What follows belongs to an exercise in optimizing a design on an open flow for small area, a short achievable clock period and few clock cycles; a production flow would make more cautious choices. RTL that was checked went through simulation tests only; none was proved equivalent to the original.

== v6 ==
// muldiv_unit_p
module muldiv_unit_p #(
    parameter int WIDTH = 32,
    parameter int K     = 2,
    parameter int R4    = 0
) (
    input  logic             clk,
    input  logic             reset,
    input  logic             start,
    input  logic [2:0]       op,
    input  logic [WIDTH-1:0] src_a,
    input  logic [WIDTH-1:0] src_b,
    input  logic             cancel,
    input  logic             wr_en,
    input  logic             wr_hi,
    input  logic [WIDTH-1:0] wr_data,
    output logic             busy,
    output logic             done,
    output logic [WIDTH-1:0] hi,
    output logic [WIDTH-1:0] lo
);
For scale: about 5000 cells after synthesis, about 170 I/O pins.
Settings: LEC_CHECK=0, CAP_MARGIN=30, CORE_MARGIN=2, CORE_UTILIZATION=40, SETUP_SLACK_MARGIN=5, SLEW_MARGIN=30; clock period 13.0 ns.
run.sh (not shown) runs the stock make flow with config.mk's settings and CLKGATE_MAP_FILE= SYNTH_SCRIPT=/design/flow/synth_recipe.tcl, a recipe that flattens the netlist after the stock synthesis.
## Diff of input files: v7 against v6
==> flow/flow/run.sh (new file) <==
#!/bin/bash
# The standard layout, with timing repair aiming for more setup slack
# than the design's clock period needs.
set -euo pipefail
MARGIN=${MARGIN:-6.5}
bash standard.sh SETUP_SLACK_MARGIN=$MARGIN finish > orfs_make.log 2>&1
==> flow/standard.sh (new file) <==
#!/bin/bash
# synth_recipe.tcl (not shown) runs the flow's synth.tcl, then flattens the netlist and writes it again
# the make line also repeats each setting of config.mk as NAME=value (left out here)
make -C /OpenROAD-flow-scripts/flow DESIGN_CONFIG=/design/flow/config.mk WORK_HOME=/design/flow/orfs CLKGATE_MAP_FILE= SYNTH_SCRIPT=/design/flow/synth_recipe.tcl "${@:-finish}"
diff --git a/flow/config.mk b/flow/config.mk
--- a/flow/config.mk
+++ b/flow/config.mk
@@ -10,3 +10,2 @@
 export CORE_UTILIZATION = 40
-export SETUP_SLACK_MARGIN = 5
 export SLEW_MARGIN = 30
removed: flow/run.sh
Results
- Worst hold slack for v7 is higher than for v6.
- On v7: count of clock-buffer cells in the layout is 9 higher than what v6 gave.
- v7 vs v6 on global-route usage: v7 is the higher one.
- Run comparison: v6 critical path class reg -> reg; v7 critical path class in -> reg
- From v6 to v7 the numbers moved as follows: pin count of the biggest net entering global routing went down by about 10%.
- For v6, the most frequent standard cell in the layout excluding fill and tap cells was sky130_fd_sc_hd__xnor2_1, unlike v7, where it was sky130_fd_sc_hd__inv_1.
No run of this note included a check of the RTL's function; only the layout flow was run.

Setup of run 1:
muldiv_unit_p, a different RTL version from the one above (not shown whole).
For scale: roughly 220 flip-flops, about 170 I/O pins, about 39,000 sq um of cells after synthesis.
## muldiv_unit_p
module muldiv_unit_p #(
    parameter int WIDTH = 32,
    parameter int K     = 2,
    parameter int R4    = 0
) (
    input  logic             clk,
    input  logic             reset,
    input  logic             start,
    input  logic [2:0]       op,
    input  logic [WIDTH-1:0] src_a,
    input  logic [WIDTH-1:0] src_b,
    input  logic             cancel,
    input  logic             wr_en,
    input  logic             wr_hi,
    input  logic [WIDTH-1:0] wr_data,
    output logic             busy,
    output logic             done,
    output logic [WIDTH-1:0] hi,
    output logic [WIDTH-1:0] lo
);
    localparam int DW = 33 + K;                
    localparam int YW = (DW > 33) ? DW : 33;
    typedef enum logic [1:0] {M0, M1, DSTEP, DFIX} mode_t;
    mode_t         mode;
    logic          short_q;              
    logic [2:0]    op_q;
    logic [32:0]   xe_q;                 
    logic [YW-1:0] ye_q;                 
    logic          ym1_q;                
    logic [31:0]   r_q, q_q;             
    logic [5:0]    cnt_q;                
    logic          first_q;              
    logic          triv_q, bzero_q;      
    logic          qneg_q, rneg_q;
    logic          selacc_q, selt_q, selfix_q;    
    function automatic logic [5:0] lzc32(input logic [31:0] v);
        lzc32 = 6'd32;
        for (int i = 0; i < 32; i++) if (v[i]) lzc32 = 6'(31 - i);
    endfunction
    logic        in_sgn, in_div, fit_a, fit_b, swap, in_sa, in_sb, am_co, bm_co;
    logic [31:0] in_am, in_bm;
    logic [5:0]  in_za, in_zb;
    logic [5:0]  in_shp, in_ncyc;
    logic [DW-1:0] in_dal;
    always_comb begin
        in_sgn = !op[0];
        in_div = (op[2:1] == 2'b01);
        fit_a  = (src_a[31:17] == 15'h0) || (in_sgn && (src_a[31:17] == 15'h7fff));
        fit_b  = (src_b[31:17] == 15'h0) || (in_sgn && (src_b[31:17] == 15'h7fff));
        swap   = !in_div && !fit_b && fit_a;
        in_sa  = in_sgn && src_a[31];
        in_sb  = in_sgn && src_b[31];
    end
    muldiv_bk_add #(.W(32)) u_am (.a(src_a ^ {32{in_sa}}), .b(32'h0), .cin(in_sa), .s(in_am), .cout(am_co));
  ...
make LEC_CHECK=0 CAP_MARGIN=30 CORE_MARGIN=2 CORE_UTILIZATION=40 SETUP_SLACK_MARGIN=5 SLEW_MARGIN=30 TNS_END_PERCENT=0 finish   # period 13.0 ns
Stock flow here: none of the scripts above is used.
Testbench counts of run 1, summed over its fixed seeds: cycles 15,716.
#### Input delta (run 2 over run 1)
Settings: TNS_END_PERCENT: 0 -> unset; ABC_AREA: unset -> 1.
==> comparison <==
Going from run 1 to run 2, final period demand of the worst path shrinks by 300 ps. Count of routing violations after the opening detailed-route iteration (run 2 over run 1): increase, 1.2%. Going from run 1 to run 2, the post-synthesis adder-cell area fraction was found to have gone up by 1.0 points. Fraction of the mapped netlist area in compound gates, run 1 and run 2: smaller value in run 2. Run 2 vs run 1: detailed route wirelength on metal2 down by a few percent. Run 2 against run 1: total wirelength of the detailed-routed design went down about 3.6%; global-route usage went up 0.24 points.
### run 2 -> run 3
Settings: setting TNS_END_PERCENT to 10 for the first time; removing ABC_AREA (formerly 1).
Results
- Cmp run 2 and run 3 / critical path buffer and inverter count / lower: run 3
- Run 2 has a lower chip height than run 3.
- Looking at slowest cell on the critical path, the fa_1 result is from run 2; the clkdlybuf4s50_1 one comes from run 3.
- Looking only at share of the clock period used by the worst path, and setting everything else aside, the lower value of run 2 and run 3 goes to run 2.
- Routed wire length went up by a few percent going from run 2 to run 3.
- Number of non-clock inverters: run 3 lower than run 2
- Area share of xor/xnor cells in the synthesized design ends up higher on run 2.
- Going from run 2 to run 3, layout-stage area growth over the synthesis result now larger; antenna diode count rose 1; post-route non-filler standard cell count -181.

Another version of the RTL of muldiv_unit_p (not shown whole).
For scale: ~4,700 cells after synthesis, roughly 170 I/O pins.
==> flow/design.v (excerpt) <==
module muldiv_unit_p #(
    parameter int WIDTH = 32,
    parameter int K     = 2,
    parameter int R4    = 0
) (
    input  logic             clk,
    input  logic             reset,
    input  logic             start,
    input  logic [2:0]       op,
    input  logic [WIDTH-1:0] src_a,
    input  logic [WIDTH-1:0] src_b,
    input  logic             cancel,
    input  logic             wr_en,
    input  logic             wr_hi,
    input  logic [WIDTH-1:0] wr_data,
    output logic             busy,
    output logic             done,
    output logic [WIDTH-1:0] hi,
    output logic [WIDTH-1:0] lo
);
    localparam int DW = 33 + K;                
    localparam int YW = (DW > 33) ? DW : 33;
    typedef enum logic [1:0] {M0, M1, DSTEP, DFIX} mode_t;
    mode_t         mode;
    logic          short_q;              
    logic [2:0]    op_q;
    logic [32:0]   xe_q;                 
    logic [YW-1:0] ye_q;                 
    logic          ym1_q;                
    logic [31:0]   r_q, q_q;             
    logic [5:0]    cnt_q;                
    logic          first_q;              
    logic          triv_q, bzero_q;      
    logic          qneg_q, rneg_q;
    logic          fixq_q, fixr_q;       
    logic          selacc_q, selt_q, selfix_q;    
    function automatic logic [5:0] lzc32(input logic [31:0] v);
        logic [31:0] vl;
        logic [4:0]  pos [0:31];
        for (int i = 0; i < 32; i++) begin
            vl[i]  = v[31-i];
  ...
clock: 13.0 ns
lec_check: 0
abc_area: 1
cap_margin: 30
core_margin: 2
core_utilization: 55
place_density: 0.8
slew_margin: 30
synth_hierarchical: 1
standard.sh (not shown) runs the stock make flow with config.mk's settings and CLKGATE_MAP_FILE= SYNTH_SCRIPT=/design/flow/synth_recipe.tcl, a recipe that flattens the netlist after the stock synthesis.
==> flow/flow/run.sh <==
#!/bin/bash
set -euo pipefail
ARGS=$(cat flow/make_args.txt)
bash standard.sh $ARGS finish > orfs_make.log 2>&1
==> flow/flow/make_args.txt <==
SETUP_SLACK_MARGIN=6
Testbench counts at the start, summed over its fixed seeds: cycles 15,792.
Rerun with:
- CAP_MARGIN: 30 -> 20
- CORE_UTILIZATION: 55 -> 40
- PLACE_DENSITY: 0.8 -> unset
- SLEW_MARGIN: 30 -> 20
The new run produced a clean layout. Design area came out higher by 1.1%. Flip-flop and latch count stays the same. Setup slack improves by 87 ps. Fmax grows by about 1.3%. Wire length grows by 4.4%. Global-route usage is lower by 11 points. First-iteration DRC count fell by 14%. Core utilization falls by 17 points. Area after synthesis does not change.
Rerun with:
- CAP_MARGIN: 20 -> 30
- CTS_BUF_LIST: unset -> sky130_fd_sc_hd__clkbuf_4 sky130_fd_sc_hd__clkbuf_8
- SLEW_MARGIN: 20 -> 30
Global-route usage rises by 0.10 points.
Synthesized cell count stays the same.
Rerun with:
- CTS_BUF_LIST: sky130_fd_sc_hd__clkbuf_4 sky130_fd_sc_hd__clkbuf_8 -> unset
After rerunning:
- The new run finished with timing, DRC and antenna clean
- non-clock buffer count came out higher by 12
- critical path depth does not change
- sequential share of layout area stays flat
- die area is unchanged
- synthesized cell count is unchanged
Rerun with:
==> flow/flow/make_args.txt (replaced) <==
SETUP_SLACK_MARGIN=6.25
Result:
- wire length shrinks by 1.5%
- flip-flop and latch count stays the same

Another version of the RTL of muldiv_unit_p (not shown whole).
For scale: ~4700 cells after synthesis, roughly 37000 um^2 of cells after synthesis.
export LEC_CHECK = 0
export ABC_AREA = 1
export CAP_MARGIN = 30
export CORE_MARGIN = 2
export CORE_UTILIZATION = 40
export SLEW_MARGIN = 30
export SYNTH_HIERARCHICAL = 1
create_clock -name core_clock -period 13.0 [get_ports {clk}]
==> flow/flow/make_args.txt <==
SETUP_SLACK_MARGIN=6.5
Scripts as last shown in full above: flow/flow/run.sh
The first run finished with timing, DRC and antenna clean.
Testbench counts at the start, summed over its fixed seeds: cycles 15,792.
==> next run, changes <==
==> flow/flow/make_args.txt (replaced) <==
SETUP_SLACK_MARGIN=7
The new run completed with no timing, DRC or antenna violations.
Routed wire length came out higher by 0.56%.
Worst setup slack degrades by 0.10 ns.
Final area came out higher by 1.9%.
==> next run, changes <==
==> flow/flow/make_args.txt (replaced) <==
SETUP_SLACK_MARGIN=6
Wire length goes down by a few percent. Die area stays the same. Via count shrinks by a few percent.

[re-timing with driven ports]
Ports are ideal in the flow. The routed layouts listed here were re-timed in OpenROAD. Step 1 assumes that a clkbuf_16 drives the clock port and a buf_2 every other input. Step 2 moves the port delays by t, midway between the first and last clock arrival at a register: inputs arrive t later, outputs are due t later. That takes back most of the time a late clock gives input paths. Three values: no drivers, after step 1, after step 2; two values: the first two.
| run | t (ns) | slack for setup (ns) | clock arrival spread, ns | slew at the worst register clock pin (ns) | cell pins on the clock port's net |
|---|---|---|---|---|---|
| v6 | 0.625 | 5.093 / 5.093 / 4.678 | 0.031 / 0.032 | 0.08 / 0.08 | 1 |
| v7 | 0.633 | 5.541 / 5.544 / 4.911 | 0.037 / 0.037 | 0.06 / 0.06 | 1 |
| run 1 | 0.680 | 5.009 / 5.048 / 4.367 | 0.059 / 0.059 | 0.08 / 0.08 | 1 |
| run 2 | 0.673 | 5.311 / 5.311 / 4.817 | 0.019 / 0.019 | 0.07 / 0.07 | 1 |
| run 3 | 0.683 | 5.001 / 5.046 / 4.362 | 0.061 / 0.061 | 0.08 / 0.08 | 1 |
| the first run of note 3 | 0.645 | 6.023 / 6.023 / 5.516 | 0.073 / 0.073 | 0.07 / 0.07 | 1 |
| the second run of note 3 | 0.651 | 6.110 / 6.116 / 5.465 | 0.043 / 0.043 | 0.07 / 0.07 | 1 |
| the third run of note 3 | 0.691 | 6.141 / 6.141 / 5.561 | 0.051 / 0.050 | 0.07 / 0.07 | 1 |
| the fourth run of note 3 | 0.645 | 6.097 / 6.097 / 5.514 | 0.020 / 0.020 | 0.07 / 0.07 | 1 |
| the fifth run of note 3 | 0.655 | 6.359 / 6.380 / 5.740 | 0.026 / 0.025 | 0.07 / 0.07 | 1 |
| the first run of note 4 | 0.657 | 6.106 / 6.112 / 5.455 | 0.036 / 0.035 | 0.07 / 0.07 | 1 |
| the second run of note 4 | 0.683 | 6.003 / 6.050 / 5.372 | 0.056 / 0.056 | 0.07 / 0.07 | 1 |
| the third run of note 4 | 0.685 | 5.943 / 5.955 / 5.270 | 0.082 / 0.082 | 0.07 / 0.07 | 1 |
After both steps setup and hold are still met in every run listed. For the third run of note 4, which loses most, drivers alone change the setup slack by +0.012 ns; drivers and shift together by -0.673 ns.
